This design comes from an exercise in tuning for small area on the open sky130 flow, not from production work.
At most, simulation tests tie the RTL to the original design; equivalence was not proved.
The flow treats the clock pin as an ideal source, which a real chip does not have.
Power is estimated from default activity; no workload was simulated.

==> flow/design.v <==
package lcf_pkg;
  localparam logic [3:0] FUNC_TICK       = 4'd0;
  localparam logic [3:0] FUNC_CONNECT    = 4'd1;
  localparam logic [3:0] FUNC_ACCEPT     = 4'd2;
  localparam logic [3:0] FUNC_DISCONNECT = 4'd3;
  localparam logic [3:0] FUNC_DISC_ACK   = 4'd4;
  localparam logic [3:0] FUNC_REMOTE     = 4'd5;
  localparam logic [3:0] FUNC_FORCE      = 4'd6;
  localparam logic [3:0] FUNC_ACTIVITY   = 4'd7;
  localparam logic [3:0] FUNC_RESET      = 4'd8;
endpackage
module link_connection_fsm_top (
  input  logic        clk,
  input  logic        rst,
  input  logic        in_valid,
  output logic        in_stall,
  input  logic [38:0] in_data,
  output logic        out_valid,
  input  logic        out_stall,
  output logic [44:0] out_data,
  input  logic        cfg_valid,
  output logic        cfg_ready,
  input  logic [3:0]  cfg_index,
  input  logic [31:0] cfg_data
);
  function automatic logic geq16(input logic [15:0] a, input logic [15:0] b);
    logic g;
    g = 1'b1;
    for (int i = 0; i < 16; i++) g = (a[i] & ~b[i]) | ((a[i] | ~b[i]) & g);
    geq16 = g;
  endfunction
  function automatic logic geq8(input logic [7:0] a, input logic [7:0] b);
    logic g;
    g = 1'b1;
    for (int i = 0; i < 8; i++) g = (a[i] & ~b[i]) | ((a[i] | ~b[i]) & g);
    geq8 = g;
  endfunction
  logic [15:0] ct_lo, dt_lo, ht_lo;    
  logic [7:0]  maxr;
  assign cfg_ready = 1'b1;
  wire        lim_big = |cfg_data[31:16];
  wire [15:0] lim_enc = lim_big ? 16'd0 : {cfg_data[15:1], cfg_data[0] | ~(|cfg_data[15:1])};
  wire [15:0] wd_100  = rst ? 16'd100  : lim_enc;
  wire [15:0] wd_1000 = rst ? 16'd1000 : lim_enc;
  wire [7:0]  wd_3    = rst ? 8'd3     : cfg_data[7:0];
  wire        we_ct = rst || (cfg_valid && cfg_index == 4'd0);
  wire        we_dt = rst || (cfg_valid && cfg_index == 4'd1);
  wire        we_ht = rst || (cfg_valid && cfg_index == 4'd2);
  wire        we_mr = rst || (cfg_valid && cfg_index == 4'd3);
  always_ff @(posedge clk) begin
    if (we_ct) ct_lo <= wd_100;
    if (we_dt) dt_lo <= wd_100;
    if (we_ht) ht_lo <= wd_1000;
    if (we_mr) maxr <= wd_3;
  end
  logic       held_valid;
  logic [3:0] h_func;
  logic       take;
  assign in_stall = held_valid && !take;
  wire   accept   = in_valid && !in_stall;
  always_ff @(posedge clk) begin
    if (rst) held_valid <= 1'b0;
    else if (!in_stall) held_valid <= in_valid;
    if (!in_stall) h_func <= in_data[38:35];
  end
  logic [1:0]  st;         
  logic [15:0] tmr;        
  logic [2:0]  reason;
  logic [31:0] uid;        
  logic        r_sc;
  logic [1:0]  r_k;        
  wire [7:0] retry = uid[7:0];
  wire [2:0] frsn  = tmr[2:0];
  assign take = held_valid && (!out_valid || !out_stall);
  wire f_tick = (h_func == 4'd0);
  wire f_conn = (h_func == 4'd1);
  wire f_acc  = (h_func == 4'd2);
  wire f_disc = (h_func == 4'd3);
  wire f_dack = (h_func == 4'd4);
  wire f_rem  = (h_func == 4'd5);
  wire f_forc = (h_func == 4'd6);
  wire f_act  = (h_func == 4'd7);
  wire f_rst  = (h_func == 4'd8);
  wire f_bad  = h_func[3] && (h_func[2:0] != 3'd0);
  wire s_disc    = (st == 2'd0);
  wire s_conning = (st == 2'd1);
  wire s_conn    = (st == 2'd2);
  wire s_discing = (st == 2'd3);
  wire uid_ld = accept && (in_data[38:35] == 4'd2) && !st[1] && !(held_valid && f_acc);
  wire rsn_ld = accept && (in_data[38:35] == 4'd6);
  logic [15:0] lim;
  always_comb begin
    if (!st[1])     lim = ct_lo;
    else if (st[0]) lim = dt_lo;
    else            lim = ht_lo;
  end
  wire [16:0] tmr_p1 = {1'b0, tmr} + 17'd1;
  wire        hit    = (|lim) && geq16(tmr, lim);
  wire        rfull  = geq8(retry, maxr);
  wire t_hit   = f_tick && hit && !s_disc;
  wire t_retry = t_hit && s_conning && !rfull;
  wire t_fail  = t_hit && s_conning && rfull;       
  wire t_hb    = t_hit && s_conn;                   
  wire t_dto   = t_hit && s_discing;                
  wire v_conn = f_conn && s_disc;
  wire v_acc  = f_acc  && s_conning;
  wire v_disc = f_disc && s_conn;
  wire v_dack = f_dack && s_discing;
  wire v_rem  = f_rem  && !s_disc;
  wire v_forc = f_forc && !s_disc;
  wire invalid = (f_conn && !s_disc) || (f_acc && !s_conning) || (f_disc && !s_conn) ||
                 (f_dack && !s_discing) || (f_rem && s_disc) || f_bad;
  wire to_disc = t_fail || t_hb || t_dto || v_dack || v_rem || v_forc || (f_rst && !s_disc);
  wire sc      = to_disc || v_conn || v_acc || v_disc;
  logic [1:0] st_n;
  always_comb begin
    st_n = st;
    if (to_disc)     st_n = 2'd0;
    else if (v_conn) st_n = 2'd1;
    else if (v_acc)  st_n = 2'd2;
    else if (v_disc) st_n = 2'd3;
  end
  logic       rs_we;
  logic [2:0] rs_n;
  always_comb begin
    rs_we = 1'b1;
    rs_n  = 3'd0;
    if (t_fail)               rs_n = 3'd4;
    else if (t_hb)            rs_n = 3'd3;
    else if (t_dto || v_dack) rs_n = 3'd1;
    else if (v_rem)           rs_n = 3'd2;
    else if (v_forc)          rs_n = frsn;
    else if (v_conn || f_rst) rs_n = 3'd0;
    else rs_we = 1'b0;
  end
  wire tm_count = f_tick && !hit;
  wire tm_we = (f_tick || !(invalid || (f_act && !s_conn))) && !(tm_count && tmr_p1[16]);
  wire [15:0] tmr_n = tm_count ? tmr_p1[15:0] : 16'd1;
  wire rt_we = s_disc || t_retry;
  wire [7:0] retry_n = s_disc ? 8'd0 : retry + 8'd1;
  always_ff @(posedge clk) begin
    if (rst) begin
      st        <= 2'd0;
      reason    <= 3'd0;
      out_valid <= 1'b0;
    end else if (take) begin
      st        <= st_n;
      if (rs_we) reason <= rs_n;
      out_valid <= 1'b1;
    end else if (!out_stall) begin
      out_valid <= 1'b0;
    end
    if (rsn_ld)              tmr[2:0]  <= in_data[2:0];
    else if (take && tm_we)  tmr[2:0]  <= tmr_n[2:0];
    if (take && tm_we)       tmr[15:3] <= tmr_n[15:3];
    if (uid_ld)              uid[7:0]  <= in_data[10:3];
    else if (take && rt_we)  uid[7:0]  <= retry_n;
    if (uid_ld)              uid[31:8] <= in_data[34:11];
    if (take) begin
      r_sc     <= sc;
      r_k[1]   <= invalid || t_fail || t_hb || t_dto;
      r_k[0]   <= t_retry || t_dto || v_dack || v_rem || v_forc;
    end
  end
  assign out_data[44]    = !r_sc && r_k[1];
  assign out_data[43]    = r_sc && r_k[1];
  assign out_data[42]    = r_k[0] && (r_k[1] || !r_sc);
  assign out_data[41:40] = st;
  assign out_data[39:8]  = uid & {32{st[1]}};
  assign out_data[7]     = st[1];
  assign out_data[6:4]   = reason;
  assign out_data[3]     = r_sc && (st == 2'd2);
  assign out_data[2]     = r_sc && (r_k != 2'd0);
  assign out_data[1]     = r_sc && r_k == 2'd2 && reason[2];
  assign out_data[0]     = r_sc;
endmodule
Settings: LEC_CHECK=0, CAP_MARGIN=20, CORE_MARGIN=2, CORE_UTILIZATION=40, SLEW_MARGIN=20; clock period 6.0 ns.
standard.sh (not shown) runs the stock make flow with config.mk's settings and CLKGATE_MAP_FILE= SYNTH_SCRIPT=/design/flow/synth_recipe.tcl, a recipe that flattens the netlist after the stock synthesis.
==> flow/flow/run.sh <==
#!/bin/bash
# The standard ORFS layout with these changes:
#  - synthesis maps the logic with an area-oriented ABC script
#    (flow/synth_area.tcl, flow/area.abc); everything else in it is
#    synth_recipe.tcl's;
#  - port buffers use the smallest buffer cell;
#  - clock tree synthesis uses clkbuf_4 and no dummy loads, and then
#    flow/post_cts.tcl upsizes any clock buffer whose flip-flop clock pins
#    would see a slow edge.
# Floorplan, power grid, taps, placement and routing are the standard flow's.
set -euo pipefail
here=$(pwd)
export AREA_ABC_SCRIPT=$here/flow/area.abc
export BUFFER_PORTS_ARGS="-buffer_cell sky130_fd_sc_hd__buf_1"
export CTS_ARGS="-sink_clustering_enable -repair_clock_nets -dont_use_dummy_load -buf_list sky130_fd_sc_hd__clkbuf_4"
export POST_CTS_TCL=$here/flow/post_cts.tcl
# synthesis: standard.sh's make command with our synthesis script
sed "s#SYNTH_SCRIPT=[^ ]*#SYNTH_SCRIPT=$here/flow/synth_area.tcl#" standard.sh > synth_area.sh
bash synth_area.sh synth > synth.log 2>&1
# the rest of the standard flow
bash standard.sh > standard_flow.log 2>&1
Other scripts of this flow, unchanged in this note and not shown: flow/flow/area.abc, flow/flow/post_cts.tcl, flow/flow/synth_area.tcl
Then changed:
--- a/flow/design.v
+++ b/flow/design.v
@@ -27,5 +27,5 @@
     logic g;
     g = 1'b1;
-    for (int i = 0; i < 16; i++) g = (a[i] & ~b[i]) | ((a[i] | ~b[i]) & g);
+    for (int i = 0; i < 16; i++) g = (a[i] & ~b[i]) | (~(a[i] ^ b[i]) & g);
     geq16 = g;
   endfunction
@@ -33,5 +33,5 @@
     logic g;
     g = 1'b1;
-    for (int i = 0; i < 8; i++) g = (a[i] & ~b[i]) | ((a[i] | ~b[i]) & g);
+    for (int i = 0; i < 8; i++) g = (a[i] & ~b[i]) | (~(a[i] ^ b[i]) & g);
     geq8 = g;
   endfunction
=>
- The new run ran to the end with no violations
- cell area grows by 3.3%
- clock power hardly moves
- sequential power barely changes
- wire length grows by 3.5%
- via count grows by 0.87%
- total power grows by 0.87%
- worst setup slack degrades by 0.25 ns
- first-iteration DRC count shrinks by 3.3%
- clock-buffer cell count does not change
- clock skew hardly moves
- non-clock buffer count shrinks by 3
- synthesized area grows by 4.0%
Function not checked in the second run of this note: the RTL went through the layout flow alone.

-- re-timing with driven ports --
Ports are ideal in the flow. The routed layouts listed here were re-timed in OpenROAD.
Step 1: set_driving_cell puts a clkbuf_16 on clk and a buf_2 on each other input, an assumption about the parent block.
Step 2 moves the port delays by t, midway between the first and last clock arrival at a register: inputs arrive t later, outputs are due t later. That takes back most of the time a late clock gives input paths.
Three values: ideal ports, drivers, drivers and shift; two values: the first two.
| run | shift t [ns] | setup WS [ns] | worst hold slack (ns) | pins driven straight from the clock port |
|---|---|---|---|---|
| the first run | 0.529 | 0.732 / 0.732 / 0.732 | 0.509 / 0.509 / 0.509 | 1 |
| the second run | 0.536 | 0.486 / 0.486 / 0.486 | 0.511 / 0.511 / 0.511 | 1 |
After both steps every run listed still meets setup and hold.
